What follows belongs to an exercise in optimizing a design on an open flow for small area, a short achievable clock period and few clock cycles per item; a production flow would make more cautious choices.
Function was checked by simulation only, so behaviour that the tests miss may differ from the original.

v6:
==> flow/design.v <==
module alu_seq #(
  parameter int WIDTH = 32,
  parameter int CNT_W = $clog2(WIDTH) + 1
) (
  input  logic             clk,
  input  logic             rst_n,
  input  logic             in_valid,
  output logic             in_ready,
  input  logic [WIDTH-1:0] a,
  input  logic [WIDTH-1:0] b,
  input  logic [3:0]       alu_control,
  output logic             out_valid,
  input  logic             out_ready,
  output logic [WIDTH-1:0] result,
  output logic [3:0]       alu_flags,
  output logic             busy
);
  localparam logic [3:0] OP_ADD  = 4'b0000;
  localparam logic [3:0] OP_SUB  = 4'b0001;
  localparam logic [3:0] OP_MUL  = 4'b0010;
  localparam logic [3:0] OP_DIV  = 4'b0011;
  localparam logic [3:0] OP_ASR  = 4'b1011;
  localparam logic [3:0] OP_ROTL = 4'b1100;
  localparam logic [3:0] OP_ROTR = 4'b1101;
  localparam logic [3:0] OP_ADD8 = 4'b1110;
  localparam logic [3:0] OP_MUL8 = 4'b1111;
  localparam bit SIMD = 1'b1;
  function automatic logic [4:0] msb_pos(input logic [31:0] x);
    logic [15:0] h16;
    logic [7:0]  h8;
    logic [3:0]  h4;
    logic [1:0]  h2;
    msb_pos[4] = |x[31:16];
    h16        = msb_pos[4] ? x[31:16] : x[15:0];
    msb_pos[3] = |h16[15:8];
    h8         = msb_pos[3] ? h16[15:8] : h16[7:0];
    msb_pos[2] = |h8[7:4];
    h4         = msb_pos[2] ? h8[7:4] : h8[3:0];
    msb_pos[1] = |h4[3:2];
    h2         = msb_pos[1] ? h4[3:2] : h4[1:0];
    msb_pos[0] = h2[1];
  endfunction
  function automatic logic [31:0] rotl(input logic [31:0] x, input logic [4:0] k);
    rotl = x;
    if (k[0]) rotl = {rotl[30:0], rotl[31]};
    if (k[1]) rotl = {rotl[29:0], rotl[31:30]};
    if (k[2]) rotl = {rotl[27:0], rotl[31:28]};
    if (k[3]) rotl = {rotl[23:0], rotl[31:24]};
    if (k[4]) rotl = {rotl[15:0], rotl[31:16]};
  endfunction
  logic        v_e;         
  logic        fin;         
  logic [1:0]  ph;          
  logic [3:0]  op_e;
  logic        is_mul, is_simd, is_sub, is_div;
  logic [31:0] ra, rb, rq, rc;
  logic [4:0]  pa, pb;      
  logic        za, zb;      
  logic [4:0]  cnt;
  logic        ovf;
  logic [1:0]  cv_q;
  logic        simd_q;
  logic        accept, e_go, slot_free, e_step, first;
  logic [31:0] e_res;
  logic        e_c, e_v;
  logic [31:0] pp [4];
  logic [31:0] sA, cA, sB, cB, sC, cC, sD, cD, cAs, cBs, cCs, cDs;
  logic [31:0] topm, keep;
  logic        lost;
  logic        mul_more;    
  logic [31:0] ra_sh, rb_sh;
  always_comb begin
    topm = is_simd ? 32'h8080_8080 : 32'h8000_0000;
    keep = is_simd ? 32'hFEFE_FEFE : 32'hFFFF_FFFE;
    lost = 1'b0;
    for (int k = 0; k < 4; k++) begin
      pp[k] = '0;
      for (int j = 0; j < 32; j++) begin
        if (j + k < 32) begin
          if (is_simd && ((j + k) / 8 != j / 8)) begin
            lost = lost | (ra[j] & rb[8 * (j / 8) + k]);
          end else begin
            pp[k][j + k] = ra[j] & (is_simd ? rb[8 * (j / 8) + k] : rb[k]);
          end
        end else begin
          lost = lost | (ra[j] & (is_simd ? rb[24 + k] : rb[k]));
        end
      end
    end
    sA  = (rq & {32{!first}}) ^ rc ^ pp[0];
    cA  = (rq & {32{!first}} & rc) | (rq & {32{!first}} & pp[0]) | (rc & pp[0]);
    sB  = pp[1] ^ pp[2] ^ pp[3];
    cB  = (pp[1] & pp[2]) | (pp[1] & pp[3]) | (pp[2] & pp[3]);
    cAs = (cA << 1) & keep;
    cBs = (cB << 1) & keep;
    sC  = sA ^ cAs ^ sB;
    cC  = (sA & cAs) | (sA & sB) | (cAs & sB);
    cCs = (cC << 1) & keep;
    sD  = sC ^ cCs ^ cBs;
    cD  = (sC & cCs) | (sC & cBs) | (cCs & cBs);
    cDs = (cD << 1) & keep;
    lost = lost | (|((cA | cB | cC | cD) & topm));
    if (is_simd) begin
      for (int i = 0; i < 4; i++) begin
        ra_sh[8*i +: 8] = {ra[8*i +: 4], 4'b0};
        rb_sh[8*i +: 8] = {4'b0, rb[8*i+4 +: 4]};
        lost = lost | ((|ra[8*i+4 +: 4]) & (|rb[8*i+4 +: 4]));
      end
    end else begin
      ra_sh = {ra[27:0], 4'b0};
      rb_sh = {4'b0, rb[31:4]};
      lost  = lost | ((|ra[31:28]) & (|rb[31:4]));
    end
    mul_more = (rb_sh != '0);
  end
  logic        mul_fin;
  logic [31:0] ad_x, ad_y;
  logic        gx;
  logic [36:0] ad_w;
  logic [35:0] ad_s;
  logic [31:0] sum;
  logic        cout, lane_c;
  always_comb begin
    mul_fin = is_mul && ph[0];
    ad_x = mul_fin ? rq : ra;
    ad_y = mul_fin ? rc : (is_sub ? ~rb : rb);
    gx   = !is_simd;
    ad_w = {1'b0, ad_x[31:24], gx, ad_x[23:16], gx, ad_x[15:8], gx, ad_x[7:0], 1'b1}
         + {1'b0, ad_y[31:24], 1'b0, ad_y[23:16], 1'b0, ad_y[15:8], 1'b0, ad_y[7:0], is_sub};
    ad_s = ad_w[36:1];
    sum    = {ad_s[34:27], ad_s[25:18], ad_s[16:9], ad_s[7:0]};
    cout   = ad_s[35];
    lane_c = ad_s[35] | (is_simd & (ad_s[8] | ad_s[17] | ad_s[26]));
  end
  logic [5:0]  dsh;         
  logic        dquick;      
  logic [4:0]  rot_k;
  logic [31:0] rot_x, rot;
  logic [31:0] fillm;
  logic [31:0] sh_res;
  always_comb begin
    dsh    = {1'b0, pa} - {1'b0, pb};
    dquick = zb || za || dsh[5];
    rot_x  = is_div ? rb : ra;
    case (op_e)
      OP_ROTL: rot_k = rb[4:0];
      OP_DIV:  rot_k = dsh[4:0];
      default: rot_k = 5'd0 - rb[4:0];
    endcase
    rot   = rotl(rot_x, rot_k);
    fillm = ~(32'hFFFF_FFFF >> rb[4:0]);
    if (op_e == OP_ASR)
      sh_res = (|rb[31:5]) ? {32{ra[31]}} : ((rot & ~fillm) | ({32{ra[31]}} & fillm));
    else
      sh_res = rot;
  end
  logic [3:0]  lut;
  logic [31:0] lg_res;
  always_comb begin
    case (op_e)
      4'b0100: lut = 4'b1110;    
      4'b0101: lut = 4'b1000;    
      4'b0110: lut = 4'b0011;    
      4'b0111: lut = 4'b0001;    
      4'b1000: lut = 4'b0111;    
      4'b1001: lut = 4'b0110;    
      default: lut = 4'b1001;    
    endcase
    for (int i = 0; i < 32; i++) lg_res[i] = lut[{ra[i], rb[i]}];
  end
  logic use_sum;
  always_comb begin
    use_sum = (op_e == OP_ADD) || (op_e == OP_SUB) || is_mul || (SIMD && op_e == OP_ADD8);
    e_c = 1'b0;
    e_v = 1'b0;
    if (is_div) begin
      if (ph[1]) e_res = zb ? 32'hFFFF_FFFF : 32'h0;
      else       e_res = {rq[30:0], cout};
    end else if (op_e == OP_ASR || op_e == OP_ROTL || op_e == OP_ROTR) begin
      e_res = sh_res;
    end else if (use_sum) begin
      e_res = sum;
    end else begin
      e_res = lg_res;
    end
    case (op_e)
      OP_ADD: begin
        e_c = cout;
        e_v = (ra[31] == rb[31]) && (sum[31] != ra[31]);
      end
      OP_SUB: begin
        e_c = !cout;
        e_v = (ra[31] != rb[31]) && (sum[31] != ra[31]);
      end
      OP_DIV:  e_v = ph[1] && zb;
      OP_ADD8: begin
        e_c = SIMD && lane_c;
        e_v = SIMD && lane_c;
      end
      default: e_v = is_mul && (ovf || lane_c);
    endcase
  end
  assign slot_free = !out_valid || out_ready;
  assign e_go      = v_e && fin && slot_free;
  assign e_step    = v_e && !fin && slot_free;
  assign in_ready  = !v_e || e_go;
  assign accept    = in_valid && in_ready;
  assign busy      = v_e && !out_valid;
  assign result    = rq;
  assign alu_flags = {simd_q ? (rq[7] | rq[15] | rq[23] | rq[31]) : rq[31], (rq == 32'h0), cv_q};
  always_ff @(posedge clk) begin
    if (!rst_n) begin
      v_e       <= 1'b0;
      out_valid <= 1'b0;
    end else begin
      if (accept)    v_e <= 1'b1;
      else if (e_go) v_e <= 1'b0;
      if (e_go)           out_valid <= 1'b1;
      else if (out_ready) out_valid <= 1'b0;
    end
  end
  always_ff @(posedge clk) begin
    if (e_go) begin
      cv_q     <= {e_c, e_v};
      simd_q   <= is_simd;
    end
  end
  always_ff @(posedge clk) begin
    if (e_go) rq <= e_res;
    if (accept) begin
      op_e    <= alu_control;
      is_mul  <= (alu_control == OP_MUL) || (SIMD && alu_control == OP_MUL8);
      is_div  <= (alu_control == OP_DIV);
      is_simd <= SIMD && ((alu_control == OP_ADD8) || (alu_control == OP_MUL8));
      is_sub  <= (alu_control == OP_SUB) || (alu_control == OP_DIV);
      fin     <= !((alu_control == OP_MUL) || (alu_control == OP_DIV)
                   || (SIMD && alu_control == OP_MUL8));
      ra      <= a;
      rb      <= b;
      rc      <= '0;
      first   <= 1'b1;
      pa      <= msb_pos(a);
      pb      <= msb_pos(b);
      za      <= (a == '0);
      zb      <= (b == '0);
      ph      <= 2'd0;
      ovf     <= 1'b0;
    end else if (e_step) begin
      first <= 1'b0;
      if (is_mul) begin
        ra  <= ra_sh;
        rb  <= rb_sh;
        rq  <= sD;
        rc  <= cDs;
        ovf <= ovf | lost;
        if (!mul_more) begin
          ph  <= 2'd1;
          fin <= 1'b1;
        end
      end else if (ph == 2'd0) begin
        rq <= '0;
        if (dquick) begin
          ph  <= 2'd2;
          fin <= 1'b1;
        end else begin
          rb  <= rot;
          cnt <= dsh[4:0];
          ph  <= 2'd1;
          fin <= (dsh[4:0] == 5'd0);
        end
      end else begin
        if (cout) ra <= sum;
        rb  <= rb >> 1;
        rq  <= {rq[30:0], cout};
        cnt <= cnt - 5'd1;
        fin <= (cnt == 5'd1);
      end
    end
  end
endmodule
==> flow/config.mk <==
export PLATFORM = sky130hd
export DESIGN_NAME = alu_seq
export DESIGN_NICKNAME = alu_seq
export VERILOG_FILES = /design/flow/design.v
export SDC_FILE = /design/flow/constraint.sdc
export NUM_CORES = 4
export LEC_CHECK = 0
export ABC_AREA = 1
export CAP_MARGIN = 10
export CORE_MARGIN = 2
export CORE_UTILIZATION = 40
export CTS_BUF_LIST = sky130_fd_sc_hd__clkbuf_4 sky130_fd_sc_hd__clkbuf_8
export SETUP_SLACK_MARGIN = 5
export SLEW_MARGIN = 10
==> flow/constraint.sdc <==
create_clock -name core_clock -period 9.0 [get_ports {clk}]
set_input_delay 1.8000 -clock core_clock [delete_from_list [all_inputs] [get_ports {clk}]]
set_output_delay 1.8000 -clock core_clock [all_outputs]
set_load 0.01 [all_outputs]
standard.sh (not shown) runs the stock make flow with config.mk's settings and CLKGATE_MAP_FILE= SYNTH_SCRIPT=/design/flow/synth_recipe.tcl, a recipe that flattens the netlist after the stock synthesis.
==> flow/flow/run.sh <==
#!/bin/bash
# Layout flow: the standard layout (standard.sh, which runs the ORFS make targets with
# the standard synthesis), with one change: the buffers that global placement puts on every
# input and output port are sky130_fd_sc_hd__buf_1 instead of the library pick
# (clkdlybuf4s50_1, a larger delay buffer). Timing repair still resizes any of them that
# sit on a critical path. The make output goes to standard.log in the work folder; ORFS's
# per-step logs stay under orfs/logs/.
set -euo pipefail
export BUFFER_PORTS_ARGS="-buffer_cell sky130_fd_sc_hd__buf_1"
bash standard.sh finish > standard.log 2>&1
Testbench counts of v6, summed over its fixed seeds: cycles 6,727, items 2,400.
Here is what was changed in the inputs of v7 compared with v6.
-- flow/design.v --
<<< v6, line 181
    end else if (use_sum) begin
      e_res = sum;
    end else begin
      e_res = lg_res;
>>> v7, line 181
    end else if (use_sum) begin
      e_res = sum;
    end else if (!SIMD && (op_e == OP_ADD8 || op_e == OP_MUL8)) begin
      e_res = 32'h0;    
    end else begin
      e_res = lg_res;
- Final cell area excluding filler cells: v6 vs v7 identical
- Diff v7..v6 | sequential-to-total area share from yosys stat | unchanged
- Global routing met1 resource utilization essentially unchanged between v6 and v7.
- Diff v7..v6 | logic depth of the worst register-to-register path | negligible
- Re setup clock skew after layout: no difference whatsoever between v7 and v6.
- Diff v6..v7 | number of gates on the worst path with buffers counted | unchanged
Testbench counts of v7, summed over its fixed seeds: cycles 6,727, items 2,400.

[static timing again, ports no longer ideal]
The results above use ideal ports. As a check the final layouts listed here were re-extracted and re-timed, cells and wires unchanged.
Step 1 assumes that a clkbuf_16 drives the clock port and a buf_2 every other input.
Step 2 times the ports against the registers' clock, not the clock port: input delays grow and output delays shrink by t, the midpoint of the rising clock arrivals with the driver on.
Three values: ideal, step 1, step 2; two values: the first two.
run	shift t [ns]	setup slack, ns	worst hold slack (ns)	worst data-port slew with drivers (ns)
v6	0.615	4.861 / 4.822 / 4.425	0.510 / 0.510 / 0.510	0.04
v7	0.615	4.861 / 4.822 / 4.425	0.510 / 0.510 / 0.510	0.04
After both steps setup and hold are still met in every run listed.
